This design comes from an exercise in tuning for small area, a short achievable clock period and few clock cycles per item on the open sky130 flow, not from production work.
Function was checked by simulation only, so behaviour that the tests miss may differ from the original.
No activity file was given, so power comes from the tool's default toggle rates.

## flow/design.v (module list and top-level ports; edited modules follow where they fit)
// module pimt_mul_lane: 3689 lines
// module pimt_vec_mul: 136 lines
module pimt_vec_mul (
    input  logic           clk,
    input  logic           rst_n,
    input  logic           alphamulk_vld,
    output logic           alphamulk_rdy,
    input  logic [127:0]   alpha_mul_k,
    input  logic [127:0]   pi_m_i,
    output logic [127:0]   pimt_result,
    output logic [3:0]     pimt_sat,
    output logic           pimt_result_vld,
    input  logic           pimt_result_rdy,
    output logic [15:0]    sat_cnt
);
  // ...
==> flow/flow/run.sh <==
#!/bin/bash
# Standard layout with two changes:
#  1. after the standard synthesis, flow/polarity.py removes the inverters
#     that Yosys leaves between full-adder cells (a full adder is self-dual,
#     so an adder can work on complemented signals instead); registers, ports
#     and all other cells are untouched;
#  2. the resizer's setup repair aims below the clock period
#     (SETUP_SLACK_MARGIN), so that the achieved period shrinks.
# Each tool's output goes to a log file in this folder (ORFS's own per-step
# logs are under orfs/logs).
set -euo pipefail
WH=$(grep -o 'WORK_HOME=[^ ]*' standard.sh | head -1 | cut -d= -f2)
R=$WH/results/sky130hd/pimt_vec_mul/base
bash standard.sh "$R/1_2_yosys.v" > synth.log 2>&1
cp "$R/1_2_yosys.v" 1_2_yosys.orig.v
python3 flow/polarity.py 1_2_yosys.orig.v "$R/1_2_yosys.v" > polarity.log 2>&1
bash standard.sh SETUP_SLACK_MARGIN=${MARGIN:-7.2} finish > standard_flow.log 2>&1
==> flow/flow/polarity.py <==
#!/usr/bin/env python3
"""Remove inverters around full-adder cells in a flat Yosys netlist.

A full adder is self-dual: FA(~a, ~b, ~c) = (~sum, ~cout). Yosys's extract_fa
often builds adders with inverted inputs and outputs, which leaves an inverter
between most adders. This pass chooses, for each sky130 fa cell, whether to use
it on the complemented signals, and for each xor2/xnor2 cell which of the two
to use, so that as few signals as possible need an inverter (greedy search,
then simulated annealing with a fixed seed), then rewrites the netlist with one
inverter per signal that still needs its complement. Nothing else changes: every other cell, every register
and every port keeps its name and function.

usage: polarity.py IN.v OUT.v
"""
import re
import sys
from collections import defaultdict

src = open(sys.argv[1]).read()

m = re.search(r'\bmodule\s+(\S+)\s*\(', src)
start = m.start()
body_start = src.index(';', m.end()) + 1
end = src.rindex('endmodule')
head, body, tail = src[:body_start], src[body_start:end], src[end:]

# statements of the module body
stmts = [re.sub(r'\(\*.*?\*\)', '', s, flags=re.S) for s in re.split(r';', body)]
cell_re = re.compile(r'^\s*(sky130_fd_sc_hd__\w+)\s+(\\\S+\s|\S+)\s*\((.*)\)\s*$', re.S)
pin_re = re.compile(r'\.(\w+)\s*\(\s*((?:\\\S+\s)|[^()]*?)\s*\)', re.S)

INV = re.compile(r'sky130_fd_sc_hd__(clk)?inv_\d+$')
OUTPINS = {'X', 'Y', 'Q', 'Q_N', 'SUM', 'COUT', 'HI', 'LO'}


def norm(n):
    n = n.strip()
    return n


cells = []       # [type, name, {pin: net}, stmt index]
other = []       # statement indices that are not cells
port_nets = set()
for i, s in enumerate(stmts):
    mm = cell_re.match(s)
    if mm:
        typ, name, pins = mm.group(1), mm.group(2).strip(), mm.group(3)
        pd = {p: norm(n) for p, n in pin_re.findall(pins)}
        cells.append([typ, name, pd, i])
    else:
        t = s.strip()
        if t.startswith('output') or t.startswith('input'):
            # input [3:0] a  -> port names
            nm = t.split()[-1]
            port_nets.add(nm)

# expand port names to bit nets lazily: a net "a[3]" belongs to port "a"


def is_port(n):
    base = n.split('[')[0].strip()
    return base in port_nets or n in port_nets


driver = {}
for c in cells:
    typ, name, pd, _ = c
    for p, n in pd.items():
        if p in OUTPINS:
            driver[n] = c

# inverters we may remove: input and output internal nets
removable = []
for c in cells:
    typ, name, pd, _ = c
    if INV.match(typ) and not is_port(pd['Y']) and not pd['A'].startswith("1'"):
        removable.append(c)
rem_names = set(c[1] for c in removable)
inv_of = {c[2]['Y']: c[2]['A'] for c in removable}


def root(n):
    pol = 0
    seen = 0
    while n in inv_of:
        n = inv_of[n]
        pol ^= 1
        seen += 1
        if seen > 100:
            break
    return n, pol


fas = [c for c in cells if re.match(r'sky130_fd_sc_hd__fa_\d+$', c[0])]
fa_idx = {c[1]: i for i, c in enumerate(fas)}
flip = [0] * len(fas)

# consumers per root: list of (kind, ref, pol) where kind 'fa' -> ref is fa index
cons = defaultdict(list)     # root -> list of [fa_index or -1, pol]
for c in cells:
    typ, name, pd, _ = c
    if name in rem_names:
        continue
    fi = fa_idx.get(name, -1)
    for p, n in pd.items():
        if p in OUTPINS or n.startswith("1'"):
            continue
        r, pol = root(n)
        cons[r].append((fi, pol))
# nets used by assigns / ports (non-cell statements): fixed consumers
for i, s in enumerate(stmts):
    t = s.strip()
    if t.startswith('assign'):
        rhs = t.split('=', 1)[1]
        for tok in re.findall(r'\\\S+\s|[A-Za-z_][\w$]*(?:\s*\[\d+\])?', rhs):
            tok = tok.strip()
            if tok in inv_of or tok in driver:
                r, pol = root(tok)
                cons[r].append((-1, pol))
for n in list(inv_of) + list(driver):
    if is_port(n):
        r, pol = root(n)
        cons[r].append((-1, pol))

# physical polarity of a root: 1 when driven by a flipped FA output
out_of_fa = {}
for i, c in enumerate(fas):
    for p in ('SUM', 'COUT'):
        if p in c[2]:
            out_of_fa[c[2][p]] = i


def phys(r):
    i = out_of_fa.get(r)
    return flip[i] if i is not None else 0


# signals driven by an xor2/xnor2 cell can take either polarity for free
# (swap the cell between xor2 and xnor2)
SWAP = {'sky130_fd_sc_hd__xor2_1': 'sky130_fd_sc_hd__xnor2_1',
        'sky130_fd_sc_hd__xnor2_1': 'sky130_fd_sc_hd__xor2_1'}
free = set()
for c in cells:
    o = c[2].get('X', c[2].get('Y'))
    if c[0] in SWAP and c[1] not in rem_names and o is not None and not is_port(o):
        free.add(o)


def needs(r):
    ph = phys(r)
    need = set()
    for fi, pol in cons[r]:
        want = pol ^ (flip[fi] if fi >= 0 else 0)
        need.add(want ^ ph)
    return need


def cost(r):
    need = needs(r)
    if r in free:
        return 1 if len(need) > 1 else 0
    return 1 if 1 in need else 0


roots_of_fa = []
for i, c in enumerate(fas):
    rs = set()
    for p in ('A', 'B', 'CIN'):
        rs.add(root(c[2][p])[0])
    for p in ('SUM', 'COUT'):
        if p in c[2]:
            rs.add(c[2][p])
    roots_of_fa.append(rs)

before = sum(cost(r) for r in cons)

# Start from a consistent assignment where one exists: union-find with parity
# over the adders, joining driver and consumer of each signal (fixed drivers
# and consumers are node -1, never flipped).
par = list(range(len(fas) + 1))
rel = [0] * (len(fas) + 1)        # parity to parent
FIXED = len(fas)


def find(x):
    if par[x] == x:
        return x, 0
    r, pp = find(par[x])
    par[x] = r
    rel[x] ^= pp
    return r, rel[x]


sys.setrecursionlimit(100000)
for r in cons:
    d = out_of_fa.get(r)
    dn = FIXED if d is None else d
    for fi, pol in cons[r]:
        cn = FIXED if fi < 0 else fi
        # want flip_c ^ flip_d == pol
        ra, pa = find(dn)
        rb, pb = find(cn)
        if ra == rb:
            continue
        # keep FIXED as a root
        if rb == FIXED:
            ra, rb, pa, pb = rb, ra, pb, pa
        par[rb] = ra
        rel[rb] = pa ^ pb ^ pol
for i in range(len(fas)):
    r_, pi = find(i)
    fr, fp = find(FIXED)
    flip[i] = pi ^ (fp if r_ == fr else 0) if r_ == fr else pi
init = sum(cost(r) for r in cons)
if init > before:
    flip = [0] * len(fas)
improved = True
passes = 0
while improved and passes < 50:
    improved = False
    passes += 1
    for i in range(len(fas)):
        rs = roots_of_fa[i]
        c0 = sum(cost(r) for r in rs)
        flip[i] ^= 1
        c1 = sum(cost(r) for r in rs)
        if c1 < c0:
            improved = True
        else:
            flip[i] ^= 1
# Simulated annealing from the greedy result (fixed seed: deterministic).
import random
import math
rng = random.Random(12345)
cur = sum(cost(r) for r in cons)
best = cur
best_flip = list(flip)
n_fa = len(fas)
ITER = 400000
T0, T1 = 1.5, 0.05
for it in range(ITER if n_fa else 0):
    T = T0 * (T1 / T0) ** (it / ITER)
    i = rng.randrange(n_fa)
    rs = roots_of_fa[i]
    c0 = sum(cost(r) for r in rs)
    flip[i] ^= 1
    c1 = sum(cost(r) for r in rs)
    d = c1 - c0
    if d <= 0 or rng.random() < math.exp(-d / T):
        cur += d
        if cur < best:
            best = cur
            best_flip = list(flip)
    else:
        flip[i] ^= 1
flip = best_flip
after = sum(cost(r) for r in cons)

# ---- rewrite ---------------------------------------------------------------
newnet = {}
extra_decl = []
extra_cells = []
cnt = [0]


def comp_net(r):
    if r not in newnet:
        cnt[0] += 1
        n = f'_polinv_{cnt[0]}_'
        newnet[r] = n
        extra_decl.append(f'  wire {n};')
        extra_cells.append(f'  sky130_fd_sc_hd__inv_1 _polinv_cell_{cnt[0]}_ (\n    .A({r}),\n    .Y({n})\n  )')
    return newnet[r]


def fmt_cell(typ, name, pd):
    pins = ',\n'.join(f'    .{p}({n.strip() + " " if n.strip().startswith(chr(92)) else n})' for p, n in pd.items())
    return f'  {typ} {name} (\n{pins}\n  )'


swapped = set(r for r in free if needs(r) == {1})
_phys0 = phys


def phys(r):
    return _phys0(r) ^ (1 if r in swapped else 0)


out_stmts = list(stmts)
for c in cells:
    typ, name, pd, si = c
    if name in rem_names:
        out_stmts[si] = None
        continue
    fi = fa_idx.get(name, -1)
    f = flip[fi] if fi >= 0 else 0
    if typ in SWAP and pd.get('X', pd.get('Y')) in swapped:
        typ = SWAP[typ]
        opin = 'X' if 'X' in pd else 'Y'
        pd = {('Y' if p == 'X' else 'X') if p == opin else p: n for p, n in pd.items()}
    npd = {}
    for p, n in pd.items():
        if p in OUTPINS or n.startswith("1'"):
            npd[p] = n
            continue
        r, pol = root(n)
        want = pol ^ f
        if want == phys(r):
            npd[p] = r if not r.startswith('\\') else r + ' '
        else:
            npd[p] = comp_net(r if not r.startswith('\\') else r + ' ')
    out_stmts[si] = fmt_cell(typ, name, npd)

# assigns referencing removed inverter outputs: rewrite operands
for i, s in enumerate(out_stmts):
    if s is None:
        continue
    t = s.strip()
    if t.startswith('assign'):
        lhs, rhs = s.split('=', 1)

        def sub(mm):
            tok = mm.group(0)
            k = tok.strip()
            if k in inv_of:
                r, pol = root(k)
                rr = r if not r.startswith('\\') else r + ' '
                if pol == phys(r):
                    return rr
                return comp_net(rr)
            if k in out_of_fa and phys(k):
                return comp_net(k if not k.startswith('\\') else k + ' ')
            return tok
        rhs = re.sub(r'\\\S+\s|[A-Za-z_][\w$]*(?:\s*\[\d+\])?', sub, rhs)
        out_stmts[i] = lhs + '=' + rhs

# a flipped FA output that feeds a port or a removed-inverter chain ending in a
# port is handled through cons (fixed consumers); ports driven directly by a
# flipped FA output would change the port's value, so refuse that case.
for n in driver:
    if is_port(n) and n in out_of_fa and phys(n):
        sys.exit(f'port {n} driven by a flipped adder')

text = ';'.join(s for s in out_stmts if s is not None)
# insert declarations and cells before endmodule
text = text.rstrip() + '\n' + '\n'.join(extra_decl) + '\n' + ';\n'.join(extra_cells) + (';\n' if extra_cells else '')
open(sys.argv[2], 'w').write(head + text + tail)
print(f'swapped xor {len(swapped)} fa {len(fas)} removed inverters {len(removable)} flipped {sum(flip)} '
      f'needed complements before {before} init {init} after {after} passes {passes}', file=sys.stderr)
==> flow/standard.sh <==
#!/bin/bash
# synth_recipe.tcl (not shown) runs the flow's synth.tcl, then flattens the netlist and writes it again
# the make line also repeats each setting of config.mk as NAME=value (left out here)
make -C /OpenROAD-flow-scripts/flow DESIGN_CONFIG=/design/flow/config.mk WORK_HOME=/design/flow/orfs CLKGATE_MAP_FILE= SYNTH_SCRIPT=/design/flow/synth_recipe.tcl "${@:-finish}"
==> flow/config.mk <==
export PLATFORM = sky130hd
export DESIGN_NAME = pimt_vec_mul
export DESIGN_NICKNAME = pimt_vec_mul
export VERILOG_FILES = /design/flow/design.v
export SDC_FILE = /design/flow/constraint.sdc
export NUM_CORES = 4
export LEC_CHECK = 0
export ABC_CLOCK_PERIOD_IN_PS = 4000
export CAP_MARGIN = 20
export CORE_MARGIN = 2
export CORE_UTILIZATION = 55
export PLACE_DENSITY = 0.65
export SLEW_MARGIN = 20
==> flow/constraint.sdc <==
create_clock -name core_clock -period 11.0 [get_ports {clk}]
set_input_delay 2.2000 -clock core_clock [delete_from_list [all_inputs] [get_ports {clk}]]
set_output_delay 2.2000 -clock core_clock [all_outputs]
set_load 0.01 [all_outputs]
==> flow_summary.toml, run 1 <==
[outcome]
status = "complete, no violations"

[critical_path]
crit_family = "adder cells"
r2r_slack_ns = 7.08
cp.arrival_ns = 4.71
critical_path_buf_inv_count = 2
reg2reg_from = "g_lane[2].u_lane.aq24"
critical_path_class = "reg -> reg"
critPathMaxFanout = 6
timing.rr.end = "g_lane[2].u_lane.r0_36_0"
critPathMaxStageDelay_ns = 0.58

[sta]
finalSetupTns_ns = 0
rsz0062_at_grt = "true"
hold_viol_final = 0

[layout]
clk_share_pct = 4.77
final-seq-area_um2 = 56200
final_common_cell = "a22oi_1"
clock_buffers = 333
n_all_inverters = 310
antennaDiodeCount = 13

[drt]
via_per_inst = 6.83
highest_layer = "met5"
dr_total_vias = 115000
wl_met2_mm = 226
drtPass1Iterations = 11
routedWlPerCell_um = 30.8

[floorplanning]
fp-row-count = 193
io-pin-count = 410
floorplan.initialDensity_pct = 55.4

[flow_run]
maxCapViolations = 0

[clocking]
cts_tree = "done"
clock_path_buffers = 4
clock-sinks = 2263

[place]
hpwlAfterDp_mm = 290
pre_cts_ws_ns = 5.12

[global_route]
use_met2_pct = 53.3
globalRouteMet1Util_pct = 43.9

[yosys]
yosysWarnings = 3

[power_and_ir_drop]
p_int_mw = 32.6
power_density_nw_per_um2 = 330
Testbench counts, summed over its fixed seeds: cycles 8,016, items 8,000.
==> run 2: changes to the inputs <==
--- a/flow/config.mk
+++ b/flow/config.mk
@@ -8,6 +8,5 @@
 export ABC_CLOCK_PERIOD_IN_PS = 4000
 export CAP_MARGIN = 20
 export CORE_MARGIN = 2
-export CORE_UTILIZATION = 55
-export PLACE_DENSITY = 0.65
+export CORE_UTILIZATION = 45
 export SLEW_MARGIN = 20
==> flow_summary.toml, run 2 <==
[critical_path]
reg2reg_from = "g_lane[2].u_lane.r0_4_2"
endpoint_kind = "register"
required_ns = 11.65
timing.rr.end = "g_lane[2].u_lane.sum_q[60]"
crit_family = "compound AO/OA/AOI/OAI gates"
critical_path_class = "reg -> reg"
critPathMaxFanout = 3
cp.depth = 13
reg2reg_depth = 13
r2r_slack_ns = 7.00
worst_path_most_repeated_cell = "a211oi_4"
critical_path_buf_inv_count = 1
cp-start-kind = "register"
critPathMaxStageDelay_ns = 0.60
path_cells = "fa_1 -> ha_4 -> a211oi_4 -> o21ai_1 -> nor4b_2 -> buf_4 -> o311ai_4 -> a211oi_4 -> or3_4 -> a221oi_4 -> o21bai_2 -> a221oi_2 -> xnor2_1"
cp.arrival_ns = 4.65
critPathSlowestCell = "o311ai_4"

[place]
placed_cell_area_um2 = 160000
io_buffer_count = 409
gp_congestion = 0.897
hpwlAfterDp_mm = 301

[clocking]
clock_path_buffers = 4
clock-sinks = 2263
cts_root_buffer = "clkbuf_16"
ctsHoldBuffers = 0
clk_pin_slew_ns = 0.06
clk_latency_ns = 0.93
htreeDepth = 5
cts_tree = "done"
cts_buffers = 266

[yosys]
syn_inst = 13000
syn_nets = 15400
syn_area_um2 = 153000
syn_area_per_cell_um2 = 11.8
yosysWarnings = 3

[floorplanning]
fp-row-count = 214
fp.dieW_um = 588
floorplan.initialDensity_pct = 45.2
core_um2 = 340000
io-pin-count = 410
die_area_um2 = 346000
die_h_um = 588

[sta]
min_period_ns = 4.00
drv_slew = 0
rsz0062_at_grt = "true"
max_freq_mhz = 250
relSlewSlack_pct = 20.8
finalSetupTns_ns = 0
hold_viol_final = 0
finClkSkew_ns = 0.0479
setup_violations = 0
finalCritPeriodShare_pct = 36.4
worstMarginPinSlew_ns = 1.19

[worst_hold_path]
holdPathEnd = "vld_p[1]"
hold_path.class = "reg -> reg"
holdPathStages = 0
min_from = "vld_p[0]"

[global_route]
grt_max_degree = 198
track_usage_pct = 30.1
antenna_found_initial = 12
grt_first_pass_wirelength_mm = 788
first_global_vias = 121000
grt_overflow = 0

[layout]
filler_cell_count = 28800
design_area_um2 = 178000
drive_gt1_share_pct = 12.7
regMostFlops = "ring"
layout_common_cells = "2353 x a22oi_1, 2004 x xnor2_1, 1651 x fa_1, 984 x edfxtp_1, 926 x dfxtp_1"
reg.largest.list = "ring: 792 flops, g_lane.u_lane.sum_q: 192 flops"
final_common_cell = "a22oi_1"
synthToLayoutAreaGrowth_pct = 15.7
largest_reg_flops = 792
nets = 15400

[power_and_ir_drop]
ir_worst_vdd_v = 0.000252
power_density_nw_per_um2 = 328
power.leakage_nw = 64.9

[drt]
drt-total-wl_mm = 546
drt-initial-drc-count = 14500
dr_total_vias = 115000
ant_nets = 0
drtPass1Iterations = 7
drc = 0
via_per_inst = 6.46
routedWlPerCell_um = 30.7

[flow_run]
maxCapViolations = 0

[outcome]
status = "complete, no violations"
[run 2: cell types whose count changed in the layout (fill, tap and decap cells not counted), sizes merged]
cell           delta
bufbuf            +1
clkinvlp          +1
clkdlybuf4s15    +13
bufinv            -3
diode             -8
inv               -1
buf              +42
clkbuf           +16
clkinv            +9
dlygate4sd2       +7
[run 2: layout make-up]
| class | count | area (um2) | share of cell area (%) |
|---|---|---|---|
| diodes | 5 | 12.5 | 0.00704 |
| clock buffers | 363 | 7430 | 4.18 |
| clock inverters | 124 | 1470 | 0.826 |
| inverters | 310 | 1180 | 0.666 |
| multi-input cells | 9156 | 93100 | 52.4 |
| flip-flops and latches | 2263 | 56200 | 31.7 |
| well taps | 4536 | 5680 | 3.20 |
| repair buffers | 1052 | 12600 | 7.07 |
[run 2: stage by stage]
stage	util [%]	power, mW	hold slack [ns]	std cells	worst slack (ns)
6_report	52.3	58.3	0.353	17800	7.00
5_1_grt	52.3	62.7	0.356	17800	6.89
4_1_cts	50.9	57.2	0.354	17500	6.94
3_5_place_dp	47.2	47.3	0.341	16900	5.15
3_3_place_gp	47.2	46.6	0.337	16900	5.21
2_1_floorplan	-	36.0	0.329	13000	2.54
[run 2: worst max path at each step]
stage,startpoint,to,slack [ns]
6_report,g_lane[2].u_lane.r0_4_2,g_lane[2].u_lane.sum_q[60],7.00
5_1_grt,g_lane[2].u_lane.r0_4_2,g_lane[2].u_lane.sum_q[60],6.89
4_1_cts,g_lane[2].u_lane.r0_4_0,g_lane[2].u_lane.sum_q[60],6.94
3_5_place_dp,pimt_result_rdy,ring[1][65],5.15
3_3_place_gp,pimt_result_rdy,ring[1][65],5.21
2_1_floorplan,pimt_result_rdy,g_lane[0].u_lane.sum_q[16],2.54
[run 2: routing by layer]
layer / share of wire [%] / vias to the layer above / global-route usage [%]
met5: 0.042 / - / 0.219
met4: 7.1 / 20 / 17.7
met3: 13 / 2355 / 9.82
met2: 43 / 8055 / 45.5
met1: 37 / 58000 / 37.7
li1: - / 46600 / -
[run 2: where the power goes]
part / switching (mW) / internal [mW] / total [mW]
combinational: 20.4 / 15.0 / 35.4
clock: 3.74 / 5.25 / 8.99
sequential: 1.47 / 12.5 / 13.9
total: 25.6 / 32.7 / 58.3
[run 2: timing repair]
action,CTS,global route
pin swaps,44,100
endpoints found under the setup margin,1017,474
resized for setup,947,303
cloned,8,17
buffers inserted,143,273
==> run 3: changes to the inputs <==
--- a/flow/flow/run.sh
+++ b/flow/flow/run.sh
@@ -5,7 +5,9 @@
 #     so an adder can work on complemented signals instead); registers, ports
 #     and all other cells are untouched;
 #  2. the resizer's setup repair aims below the clock period
-#     (SETUP_SLACK_MARGIN), so that the achieved period shrinks.
+#     (SETUP_SLACK_MARGIN), so that the achieved period shrinks;
+#  3. every port is still buffered, with a plain buf_2 as the port buffer
+#     (BUFFER_PORTS_ARGS) instead of the delay cells buffer_ports picks.
 # Each tool's output goes to a log file in this folder (ORFS's own per-step
 # logs are under orfs/logs).
 set -euo pipefail
@@ -14,4 +16,5 @@
 bash standard.sh "$R/1_2_yosys.v" > synth.log 2>&1
 cp "$R/1_2_yosys.v" 1_2_yosys.orig.v
 python3 flow/polarity.py 1_2_yosys.orig.v "$R/1_2_yosys.v" > polarity.log 2>&1
-bash standard.sh SETUP_SLACK_MARGIN=${MARGIN:-7.2} finish > standard_flow.log 2>&1
+bash standard.sh SETUP_SLACK_MARGIN=${MARGIN:-7.2} \
+    "BUFFER_PORTS_ARGS=-buffer_cell sky130_fd_sc_hd__buf_2" finish > standard_flow.log 2>&1
--- a/flow/config.mk
+++ b/flow/config.mk
@@ -8,5 +8,6 @@
 export ABC_CLOCK_PERIOD_IN_PS = 4000
 export CAP_MARGIN = 20
 export CORE_MARGIN = 2
-export CORE_UTILIZATION = 45
+export CORE_UTILIZATION = 55
+export PLACE_DENSITY = 0.65
 export SLEW_MARGIN = 20
==> flow_summary.toml, run 3 <==
[clocking]
cts_buffers = 242
cts_root_buffer = "clkbuf_16"
clock_path_buffers = 4
clock-sinks = 2263
htreeDepth = 4
clk_latency_ns = 0.95
cts_tree = "done"
clk_pin_slew_ns = 0.06
ctsHoldBuffers = 0

[sta]
hold_viol_final = 0
rsz0062_at_grt = "true"
setup_violations = 0
finalCritPeriodShare_pct = 36.8
max_freq_mhz = 247
worstMarginPinSlew_ns = 1.30
min_period_ns = 4.05
relSlewSlack_pct = 13.3
finalSetupTns_ns = 0
drv_slew = 0
finClkSkew_ns = 0.0590

[drt]
via_per_inst = 6.80
drtPass1Iterations = 12
m1WireLength_mm = 184
wl_met3_mm = 67.0
drt-total-wl_mm = 519
routedWlPerCell_um = 30.7
ant_nets = 0
highest_layer = "met5"
drt-initial-drc-count = 15700
dr_total_vias = 115000
drc = 0
wl_met2_mm = 226

[floorplanning]
fp.dieW_um = 532
io-pin-count = 410
die_area_um2 = 283000
floorplan.initialDensity_pct = 55.4
fp-row-count = 193
core_um2 = 277000
die_h_um = 532

[yosys]
syn_area_um2 = 153000
syn_area_per_cell_um2 = 11.8
yosysWarnings = 3
syn_inst = 13000
syn_nets = 15400

[layout]
design_area_um2 = 174000
reg.largest.list = "ring: 792 flops, g_lane.u_lane.sum_q: 192 flops"
final-seq-area_um2 = 56200
nets = 15400
largest_reg_flops = 792
filler_cell_count = 21100
utilization_pct = 62.8
regMostFlops = "ring"
multi_input_area_um2 = 93000
final_common_cell = "a22oi_1"
finalNonFillerCells = 16900
synthToLayoutAreaGrowth_pct = 13.4
drive_gt1_share_pct = 14.8
layout_common_cells = "2364 x a22oi_1, 2006 x xnor2_1, 1653 x fa_1, 984 x edfxtp_1, 932 x dfxtp_1"

[global_route]
grt_max_degree = 178
track_usage_pct = 35.0
grt_first_pass_wirelength_mm = 754
grt_overflow = 0
first_global_vias = 121000
antenna_found_initial = 9

[critical_path]
endpoint_kind = "register"
timing.rr.end = "g_lane[2].u_lane.sum_q[60]"
critical_path_class = "reg -> reg"
worstSetupEndpoint = "g_lane[2].u_lane.sum_q[60]"
cp-start-kind = "register"
critPathSlowestCell = "fa_1"
required_ns = 11.67
critPathMaxFanout = 3
path_cells = "fa_1 -> ha_4 -> a211oi_4 -> o21ai_1 -> nor4b_4 -> buf_4 -> o311ai_4 -> a211oi_2 -> or3_4 -> a221oi_4 -> o21bai_2 -> a221oi_2 -> xnor2_1"
reg2reg_depth = 13
cp.arrival_ns = 4.72
r2r_slack_ns = 6.95
critPathMaxStageDelay_ns = 0.59
reg2reg_from = "g_lane[2].u_lane.r0_4_2"
cp-startpoint = "g_lane[2].u_lane.r0_4_2"

[worst_hold_path]
hold_path.class = "reg -> reg"

[power_and_ir_drop]
switchingPower_mw = 25.3
sw_frac_of_total_pct = 43.6
power_density_nw_per_um2 = 334
finalPower_mw = 58.1
combinationalPowerShare_pct = 61.3
power.share.sequential_pct = 23.9
power.leakage_nw = 64.4
pwr-share-clk_pct = 14.8
p_int_mw = 32.7
ir_worst_vdd_v = 0.000334

[outcome]
status = "complete, no violations"

[place]
hpwlAfterDp_mm = 289
placedCellCount = 16100
gp_congestion = 0.911
io_buffer_count = 409
placed_cell_area_um2 = 157000

[flow_run]
maxCapViolations = 0
## run 3: final cells by class
class	count	area share [%]
Clock buffer	317	3.93
Antenna cell	7	0.0101
Timing Repair Buffer	1050	6.00
Tap cell	3705	2.66
Inverter	310	0.682
Multi-Input combinational cell	9149	53.5
Sequential cell	2263	32.3
Clock inverter	136	0.970
## run 3: worst min path at each step
| stage | end | from | depth (start not counted) | slack, ns |
|---|---|---|---|---|
| after global placement | vld_p[1] | vld_p[0] | 0 | 0.35 |
| after detailed placement | vld_p[1] | vld_p[0] | 0 | 0.34 |
| after floorplan | g_lane[0].u_lane.r0_0_1 | g_lane[0].u_lane.nq0_0 | 0 | 0.33 |
| final | vld_p[1] | vld_p[0] | 0 | 0.36 |
| after global routing | vld_p[1] | vld_p[0] | 0 | 0.36 |
| after CTS | vld_p[1] | vld_p[0] | 0 | 0.36 |
## run 3: critical path, delay by kind of cell, from the launching register on
kind / cells / cell delay (ns)
XOR/XNOR: 1 / 0.09
AO/OA/AOI/OAI: 7 / 1.83
buffers and inverters: 1 / 0.17
adder cells (fa/ha/maj): 2 / 0.82
flip-flops: 1 / 0.32
AND/OR/NAND/NOR: 2 / 0.53
## run 3: power groups by stage
| stage | clock, mW | combinational (mW) | sequential, mW |
|---|---|---|---|
| 6_report | 8.61 | 35.6 | 13.9 |
| 5_1_grt | 9.08 | 39.2 | 14.0 |
| 4_1_cts | 8.75 | 34.0 | 14.0 |
| 3_5_place_dp | 0 | 32.8 | 14.2 |
| 3_3_place_gp | 0 | 31.9 | 14.2 |
| 2_1_floorplan | 0 | 22.6 | 13.4 |
## run 3: stage by stage
step           hold WS [ns]  worst slack [ns]
6_report              0.357              6.95
5_1_grt               0.357              6.84
4_1_cts               0.357              7.02
3_5_place_dp          0.338              6.16
3_3_place_gp          0.349              6.13
2_1_floorplan         0.329              2.54
## run 3: routing by layer
metal,track usage [%],vias to the layer above
li1,-,46500
met2,52.9,8757
met1,43.1,57400
met5,0.371,-
met3,10.7,2604
met4,23.8,5
## run 3: repair_timing
item,4_1_cts,5_1_grt
pin swaps,39,115
gates cloned,0,16
endpoints found under the setup margin,365,195
setup buffers,118,291
gates resized for setup,376,330
==> run 4: changes to the inputs <==
--- a/flow/flow/run.sh
+++ b/flow/flow/run.sh
@@ -1,5 +1,5 @@
 #!/bin/bash
-# Standard layout with two changes:
+# Standard layout with three changes:
 #  1. after the standard synthesis, flow/polarity.py removes the inverters
 #     that Yosys leaves between full-adder cells (a full adder is self-dual,
 #     so an adder can work on complemented signals instead); registers, ports
@@ -16,5 +16,5 @@
 bash standard.sh "$R/1_2_yosys.v" > synth.log 2>&1
 cp "$R/1_2_yosys.v" 1_2_yosys.orig.v
 python3 flow/polarity.py 1_2_yosys.orig.v "$R/1_2_yosys.v" > polarity.log 2>&1
-bash standard.sh SETUP_SLACK_MARGIN=${MARGIN:-7.2} \
+bash standard.sh SETUP_SLACK_MARGIN=${MARGIN:-7.0} \
     "BUFFER_PORTS_ARGS=-buffer_cell sky130_fd_sc_hd__buf_2" finish > standard_flow.log 2>&1
==> flow_summary.toml, run 4 <==
[drt]
drt-total-wl_mm = 502
via_per_inst = 6.80
dr_total_vias = 113000
drc = 0
ant_nets = 0
drtPass1Iterations = 7
routedWlPerCell_um = 30.3
drt-initial-drc-count = 14200

[yosys]
syn_area_um2 = 153000
syn_area_per_cell_um2 = 11.8
syn_inst = 13000
yosysWarnings = 3
syn_nets = 15400

[global_route]
track_usage_pct = 34.2
grt.met3_usage_pct = 9.59
top_usage_layer = "met2"
grt_first_pass_wirelength_mm = 740
antenna_found_initial = 15
grt_overflow = 0
globalRouteMet1Util_pct = 42.2
first_global_vias = 120000
grt_max_degree = 161
use_met2_pct = 53.0

[clocking]
htreeDepth = 4
cts_tree = "done"
cts_root_buffer = "clkbuf_16"
cts_buffers = 240
clk_pin_slew_ns = 0.07
clock_path_buffers = 4
clock-sinks = 2263
clk_latency_ns = 0.98

[flow_run]
maxCapViolations = 0

[layout]
synthToLayoutAreaGrowth_pct = 9.60
reg.largest.list = "ring: 792 flops, g_lane.u_lane.sum_q: 192 flops"
regMostFlops = "ring"
largest_reg_flops = 792
drive_gt1_share_pct = 11.4
utilization_pct = 60.7
final_common_cell = "a22oi_1"
layout_common_cells = "2366 x a22oi_1, 2010 x xnor2_1, 1661 x fa_1, 984 x edfxtp_1, 977 x dfxtp_1"
nets = 15000

[floorplanning]
core_um2 = 277000
floorplan.initialDensity_pct = 55.4
die_h_um = 532
die_area_um2 = 283000
io-pin-count = 410
fp.dieW_um = 532
fp-row-count = 193

[critical_path]
path_cells = "buf_4 -> a22oi_1 -> xnor2_1 -> fa_1 -> fa_1 -> fa_1 -> fa_1 -> fa_1"
worst_path_most_repeated_cell = "fa_1"
cp.arrival_ns = 4.82
cp-start-kind = "register"
critical_path_class = "reg -> reg"
endpoint_kind = "register"
critPathMaxStageDelay_ns = 0.56
critPathMaxFanout = 32
reg2reg_depth = 8
required_ns = 11.79
critPathSlowestCell = "fa_1"

[worst_hold_path]
holdPathStages = 0
hold_path.class = "reg -> reg"

[sta]
setup_violations = 0
relSlewSlack_pct = 24.6
rsz0062_at_grt = "true"
hold_viol_final = 0
max_freq_mhz = 248
drv_slew = 0
finalSetupTns_ns = 0
hold_ws_ns = 0.363
finalCritPeriodShare_pct = 36.6
finClkSkew_ns = 0.0772
worstMarginPinSlew_ns = 1.13
min_period_ns = 4.03

[power_and_ir_drop]
power.leakage_nw = 61.7
ir_worst_vdd_v = 0.000286
power_density_nw_per_um2 = 337

[place]
io_buffer_count = 409
gp_congestion = 0.917
hpwlAfterDp_mm = 287

[outcome]
status = "complete, no violations"
run 4: per-layer routing:
metal	part of all wire, %	vias up
met1	36	56400
li1	-	45800
met4	7.4	14
met5	0.020	-
met3	12	2362
met2	44	8167
run 4: area by class of cell:
type | instances | area [um2]
clock buffers | 335 | 6890
clock inverters | 114 | 1350
flip-flops and latches | 2263 | 56100
multi-input cells | 9150 | 92500
fillers | 21700 | 109000
diodes | 9 | 22.5
well taps | 3705 | 4640
inverters | 310 | 1180
repair buffers | 695 | 5600
run 4: worst max-delay path: cells and delay by family (launching register included):
family | cells | cell delay [ns]
DFF | 1 | 0.31
AOI/OAI and AO/OA | 1 | 0.21
buffers and inverters | 1 | 0.49
xor gates and xnor gates | 1 | 0.23
adders and majority gates | 5 | 2.60
run 4: stage by stage:
step / cells / cell area (um2) / power (mW) / setup slack, ns
3_5_place_dp: 16000 / 157000 / 47.3 / 5.65
4_1_cts: 16500 / 166000 / 56.1 / 6.91
2_1_floorplan: 13000 / 153000 / 36.0 / 2.54
6_report: 16600 / 168000 / 56.8 / 6.97
3_3_place_gp: 16000 / 157000 / 46.5 / 5.71
5_1_grt: 16600 / 168000 / 60.9 / 6.92
run 4: path summary, 6_finish.rpt:
kind,startpoint,endpoint,slack [ns]
setup reg to reg,g_lane[3].u_lane.aq15,g_lane[3].u_lane.r0_32_2,6.97
hold reg to reg,vld_p[0],vld_p[1],0.36
min in group asynchronous,rst_n,sat_cnt[9],1.39
max in group asynchronous,rst_n,ring_rp[1],9.10
setup / recovery,g_lane[3].u_lane.aq15,g_lane[3].u_lane.r0_32_2,6.97
hold / removal,vld_p[0],vld_p[1],0.36
run 4: power by group:
part           switching (mW)  internal (mW)
sequential               1.58           12.4
combinational            19.9           14.4
clock                    3.51           4.86
run 4: timing repair:
item	CTS	global route
gates resized for setup	181	142
pin swaps	12	16
hold buffers	0	0
setup buffers	16	76
gates cloned	1	0
endpoints found under the setup margin	267	171
==> run 5: changes to the inputs <==
--- a/flow/flow/run.sh
+++ b/flow/flow/run.sh
@@ -16,5 +16,5 @@
 bash standard.sh "$R/1_2_yosys.v" > synth.log 2>&1
 cp "$R/1_2_yosys.v" 1_2_yosys.orig.v
 python3 flow/polarity.py 1_2_yosys.orig.v "$R/1_2_yosys.v" > polarity.log 2>&1
-bash standard.sh SETUP_SLACK_MARGIN=${MARGIN:-7.0} \
+bash standard.sh SETUP_SLACK_MARGIN=${MARGIN:-6.8} \
     "BUFFER_PORTS_ARGS=-buffer_cell sky130_fd_sc_hd__buf_2" finish > standard_flow.log 2>&1
==> flow_summary.toml, run 5 <==
[place]
placedCellCount = 16000
placed_cell_area_um2 = 157000
hpwlAfterDp_mm = 288
gp_congestion = 0.902
io_buffer_count = 409

[sta]
max_freq_mhz = 237
worstMarginPinSlew_ns = 1.15
drv_slew = 0
rsz0062_at_grt = "true"
finalSetupTns_ns = 0
setup_violations = 0
min_period_ns = 4.22
hold_viol_final = 0
finalCritPeriodShare_pct = 38.4
finClkSkew_ns = 0.100
relSlewSlack_pct = 23.3

[clocking]
cts_root_buffer = "clkbuf_16"
ctsHoldBuffers = 0
cts_tree = "done"
clk_pin_slew_ns = 0.06
clock-sinks = 2263
clk_latency_ns = 0.94
clock_path_buffers = 4
cts_buffers = 241
htreeDepth = 4

[layout]
largest_reg_flops = 792
final-seq-area_um2 = 56000
regMostFlops = "ring"
finalNonFillerCells = 16500
drive_gt1_share_pct = 10.8
final_common_cell = "a22oi_1"
multi_input_area_um2 = 92200
reg.largest.list = "ring: 792 flops, g_lane.u_lane.sum_q: 192 flops"
utilization_pct = 60.1
synthToLayoutAreaGrowth_pct = 8.50
nets = 15000
design_area_um2 = 167000
layout_common_cells = "2366 x a22oi_1, 2010 x xnor2_1, 1662 x fa_1, 987 x dfxtp_1, 984 x edfxtp_1"
filler_cell_count = 22200

[drt]
drt-initial-drc-count = 13600
via_per_inst = 6.76
drtPass1Iterations = 7
drt-total-wl_mm = 490
drc = 0
ant_nets = 0
dr_total_vias = 112000
routedWlPerCell_um = 29.7

[yosys]
yosysWarnings = 3
syn_area_per_cell_um2 = 11.8
syn_area_um2 = 153000
syn_inst = 13000
syn_nets = 15400

[critical_path]
required_ns = 11.76
r2r_slack_ns = 6.78
cp.arrival_ns = 4.98
critical_path_class = "reg -> reg"
reg2reg_from = "g_lane[0].u_lane.aq30"
endpoint_kind = "register"
reg2reg_depth = 7
cp-startpoint = "g_lane[0].u_lane.aq30"
critPathMaxFanout = 32
cp-start-kind = "register"
timing.rr.end = "g_lane[0].u_lane.r0_32_0"

[global_route]
first_global_vias = 120000
grt_first_pass_wirelength_mm = 736
grt_overflow = 0
grt_max_degree = 158
track_usage_pct = 33.9
antenna_found_initial = 13

[floorplanning]
floorplan.initialDensity_pct = 55.4
fp.dieW_um = 532
die_area_um2 = 283000
die_h_um = 532
io-pin-count = 410
fp-row-count = 193
core_um2 = 277000

[worst_hold_path]
holdPathStages = 1
min_from = "head_q[61]"
holdPathEnd = "head_c[61]"
hold_path.class = "reg -> reg"

[power_and_ir_drop]
finalPower_mw = 56.1
power_density_nw_per_um2 = 337
ir_worst_vdd_v = 0.000254
power.leakage_nw = 61.1

[outcome]
status = "complete, no violations"

[flow_run]
maxCapViolations = 0
run 5: worst max-delay path, cell delays in order, from the launching register on:
cell	delay (ns)
dfxtp_2	0.97
a22oi_1	0.21
xnor2_1	0.22
fa_1	0.54
fa_1	0.57
fa_1	0.58
fa_1	0.44
fa_1	0.50
run 5: routing by layer:
layer	vias to the layer above	wire length, um	GRT usage (%)
li1	45600	-	-
met1	56100	178000	42.0
met2	7799	223000	53.5
met3	2083	56400	8.83
met4	18	33000	19.7
met5	-	149	0.0506
run 5: final cells by class:
class                   count  share of cell area, %
diodes                      5                0.00751
clock buffers             327                   4.16
clock inverters           129                  0.962
inverters                 310                  0.708
multi-input cells        9149                   55.4
flip-flops and latches   2263                   33.6
well taps                3705                   2.78
repair buffers            632                   2.40
run 5: how the worst max path moves through the flow:
stage	end	slack [ns]	cells after the start
floorplan	g_lane[0].u_lane.sum_q[16]	2.54	1
global placement	g_lane[2].u_lane.sum_q[60]	6.11	11
detailed placement	g_lane[1].u_lane.sum_q[54]	6.11	13
CTS	g_lane[1].u_lane.sum_q[54]	6.67	13
global route	g_lane[1].u_lane.sum_q[58]	6.59	12
finish	g_lane[0].u_lane.r0_32_0	6.78	7
run 5: through the flow:
stage	setup slack (ns)	hold slack (ns)
2_1_floorplan	2.54	0.329
3_3_place_gp	6.11	0.409
3_5_place_dp	6.11	0.396
4_1_cts	6.67	0.374
5_1_grt	6.59	0.396
6_report	6.78	0.376
run 5: power breakdown:
group          switching [mW]  internal (mW)  leakage, nW
clock network            3.53           5.07         4.17
logic                    19.3           14.1         36.6
registers                1.63           12.4         20.3
total                    24.5           31.6         61.1
run 5: timing repair:
action,CTS,global route
resized for setup,64,84
setup endpoints to repair,89,140
setup buffers,5,10
endpoints found under the hold margin,0,0
pin swaps,1,6
==> run 6: changes to the inputs <==
--- a/flow/flow/run.sh
+++ b/flow/flow/run.sh
@@ -16,5 +16,5 @@
 bash standard.sh "$R/1_2_yosys.v" > synth.log 2>&1
 cp "$R/1_2_yosys.v" 1_2_yosys.orig.v
 python3 flow/polarity.py 1_2_yosys.orig.v "$R/1_2_yosys.v" > polarity.log 2>&1
-bash standard.sh SETUP_SLACK_MARGIN=${MARGIN:-6.8} \
+bash standard.sh SETUP_SLACK_MARGIN=${MARGIN:-7.2} \
     "BUFFER_PORTS_ARGS=-buffer_cell sky130_fd_sc_hd__buf_2" finish > standard_flow.log 2>&1
--- a/flow/config.mk
+++ b/flow/config.mk
@@ -8,6 +8,6 @@
 export ABC_CLOCK_PERIOD_IN_PS = 4000
 export CAP_MARGIN = 20
 export CORE_MARGIN = 2
-export CORE_UTILIZATION = 55
-export PLACE_DENSITY = 0.65
+export CORE_UTILIZATION = 62
+export PLACE_DENSITY = 0.72
 export SLEW_MARGIN = 20
==> flow_summary.toml, run 6 <==
[critical_path]
reg2reg_from = "g_lane[3].u_lane.aq6"
crit_family = "adder cells"
path_cells = "a22oi_1 -> xnor2_1 -> fa_1 -> fa_1 -> fa_1 -> fa_1"
cp.depth = 6
required_ns = 11.78
critPathMaxFanout = 32
reg2reg_depth = 6
endpoint_kind = "register"
critPathSlowestCell = "dfxtp_2"
timing.rr.end = "g_lane[3].u_lane.r0_36_0"
r2r_slack_ns = 7.05
critPathMaxStageDelay_ns = 1.00
critical_path_class = "reg -> reg"
critical_path_buf_inv_count = 0
worst_path_most_repeated_cell = "fa_1"
cp.arrival_ns = 4.73
cp-start-kind = "register"

[sta]
finalCritPeriodShare_pct = 35.9
relSlewSlack_pct = 14.5
min_period_ns = 3.95
max_freq_mhz = 253
worstMarginPinSlew_ns = 1.28
hold_viol_final = 0
setup_violations = 0
finClkSkew_ns = 0.0560
finalSetupTns_ns = 0
rsz0062_at_grt = "true"
hold_ws_ns = 0.368
drv_slew = 0

[layout]
regMostFlops = "ring"
reg.largest.list = "ring: 792 flops, g_lane.u_lane.sum_q: 192 flops"
synthToLayoutAreaGrowth_pct = 12.5
nets = 15300
drive_gt1_share_pct = 14.4
finalNonFillerCells = 16400
layout_common_cells = "2347 x a22oi_1, 2006 x xnor2_1, 1640 x fa_1, 984 x edfxtp_1, 961 x dfxtp_1"
filler_cell_count = 16900
final_common_cell = "a22oi_1"
largest_reg_flops = 792

[flow_run]
maxCapViolations = 0

[floorplanning]
io-pin-count = 410
fp-row-count = 182
core_um2 = 246000
fp.dieW_um = 502
die_area_um2 = 252000
die_h_um = 502
floorplan.initialDensity_pct = 62.4

[worst_hold_path]
min_from = "vld_p[0]"
holdPathStages = 0
hold_path.class = "reg -> reg"
holdPathEnd = "vld_p[1]"

[global_route]
first_global_vias = 121000
grt_max_degree = 189
track_usage_pct = 39.1
grt_overflow = 0
grt_first_pass_wirelength_mm = 743
antenna_found_initial = 24

[drt]
drc = 0
routedWlPerCell_um = 31.3
drtPass1Iterations = 17
drt-total-wl_mm = 512
ant_nets = 0
dr_total_vias = 117000
via_per_inst = 7.14
drt-initial-drc-count = 17900

[place]
hpwlAfterDp_mm = 283
gp_congestion = 0.931
io_buffer_count = 409
placedCellCount = 15600

[yosys]
yosysWarnings = 3
syn_nets = 15400
syn_inst = 13000
syn_area_um2 = 153000
syn_area_per_cell_um2 = 11.8

[clocking]
cts_root_buffer = "clkbuf_16"
clk_pin_slew_ns = 0.07
clock_path_buffers = 3
ctsHoldBuffers = 0
clock-sinks = 2263
cts_tree = "done"
cts_buffers = 234
clk_latency_ns = 0.91
htreeDepth = 4

[power_and_ir_drop]
power.leakage_nw = 63.9
power_density_nw_per_um2 = 335
ir_worst_vdd_v = 0.000295

[outcome]
status = "complete, no violations"
[run 6: layout make-up]
type | instances | area (um2) | area share (%)
Inverter | 310 | 1180 | 0.685
Antenna cell | 13 | 32.5 | 0.0188
Multi-Input combinational cell | 9153 | 93200 | 54.0
Clock buffer | 301 | 6390 | 3.70
Sequential cell | 2263 | 56100 | 32.5
Clock inverter | 142 | 1660 | 0.959
Timing Repair Buffer | 994 | 10100 | 5.83
Tap cell | 3220 | 4030 | 2.33
[run 6: routing by layer]
metal  wire length [um]  track usage (%)
met1             174000             48.2
met4              42200             25.2
met5                154            0.405
met3              72900             13.2
met2             223000             58.8
[run 6: worst max path at each step]
stage                       startpoint                    endpoint  slack [ns]
5_1_grt        g_lane[2].u_lane.r0_4_0  g_lane[2].u_lane.sum_q[60]        6.99
6_report          g_lane[3].u_lane.aq6    g_lane[3].u_lane.r0_36_0        7.05
2_1_floorplan          pimt_result_rdy  g_lane[0].u_lane.sum_q[16]        2.54
4_1_cts        g_lane[2].u_lane.r0_4_0  g_lane[2].u_lane.sum_q[60]        7.05
3_3_place_gp           pimt_result_rdy                 ring[4][57]        5.74
3_5_place_dp           pimt_result_rdy                 ring[4][63]        5.67
[run 6: metrics by stage]
| step | setup slack, ns | cell area, um2 | power, mW | utilization [%] |
|---|---|---|---|---|
| floorplan | 2.54 | 154000 | 36.0 | - |
| global placement | 5.74 | 157000 | 45.8 | 63.7 |
| detailed placement | 5.67 | 157000 | 46.9 | 63.7 |
| CTS | 7.05 | 168000 | 56.1 | 68.4 |
| global route | 6.99 | 173000 | 61.9 | 70.2 |
| finish | 7.05 | 173000 | 57.9 | 70.2 |
[run 6: report_power, final]
| part | internal, mW | leakage (nW) | switching, mW |
|---|---|---|---|
| Clock | 4.68 | 3.89 | 3.52 |
| Combinational | 15.2 | 39.7 | 20.6 |
| Sequential | 12.4 | 20.4 | 1.44 |
| Total | 32.3 | 63.9 | 25.5 |
[run 6: what timing repair did]
action	CTS	global route
endpoints found under the hold margin	0	0
cloned	2	19
resized for setup	369	417
setup endpoints to repair	474	411
setup buffers	129	236
pin swaps	43	108
[run 6: worst register-to-register path, cell delays in order, from the launching register on]
cell	delay, ns
dfxtp_2	1.00
a22oi_1	0.27
xnor2_1	0.40
fa_1	0.50
fa_1	0.68
fa_1	0.49
fa_1	0.47

port drivers added, routing unchanged:
In the flow no input, the clock included, has a driving cell. The finished layouts below were timed again as built, in two steps. Step 1 sets driving cells, clkbuf_16 on the clock port and buf_2 on the other inputs (assumed; they add their load-dependent delay and slew). Step 2 adds t to the input delays and takes it off the output delays; t is the mean of the earliest and latest rising clock arrival at the registers after step 1. Input paths then give back, and output paths get back, about the clock's delay inside the block. a / b / c = ideal ports / drivers / drivers and shift; a / b = the first two.
| run | t (ns) | slack for setup (ns) | hold WS [ns] |
|---|---|---|---|
| run 1 | 1.031 | 7.083 / 7.083 / 6.506 | 0.361 / 0.361 / 0.361 |
| run 2 | 1.004 | 6.996 / 6.996 / 6.531 | 0.353 / 0.353 / 0.353 |
| run 3 | 1.024 | 6.951 / 6.951 / 6.342 | 0.357 / 0.357 / 0.357 |
| run 4 | 1.036 | 6.972 / 6.972 / 5.978 | 0.363 / 0.363 / 0.363 |
| run 5 | 0.988 | 6.780 / 6.780 / 6.239 | 0.376 / 0.376 / 0.376 |
| run 6 | 0.989 | 7.047 / 7.047 / 6.375 | 0.368 / 0.368 / 0.368 |
After both steps setup and hold are still met in every run listed. For run 4, which loses most, drivers alone change the setup slack by 0.000 ns; drivers and shift together by -0.994 ns.
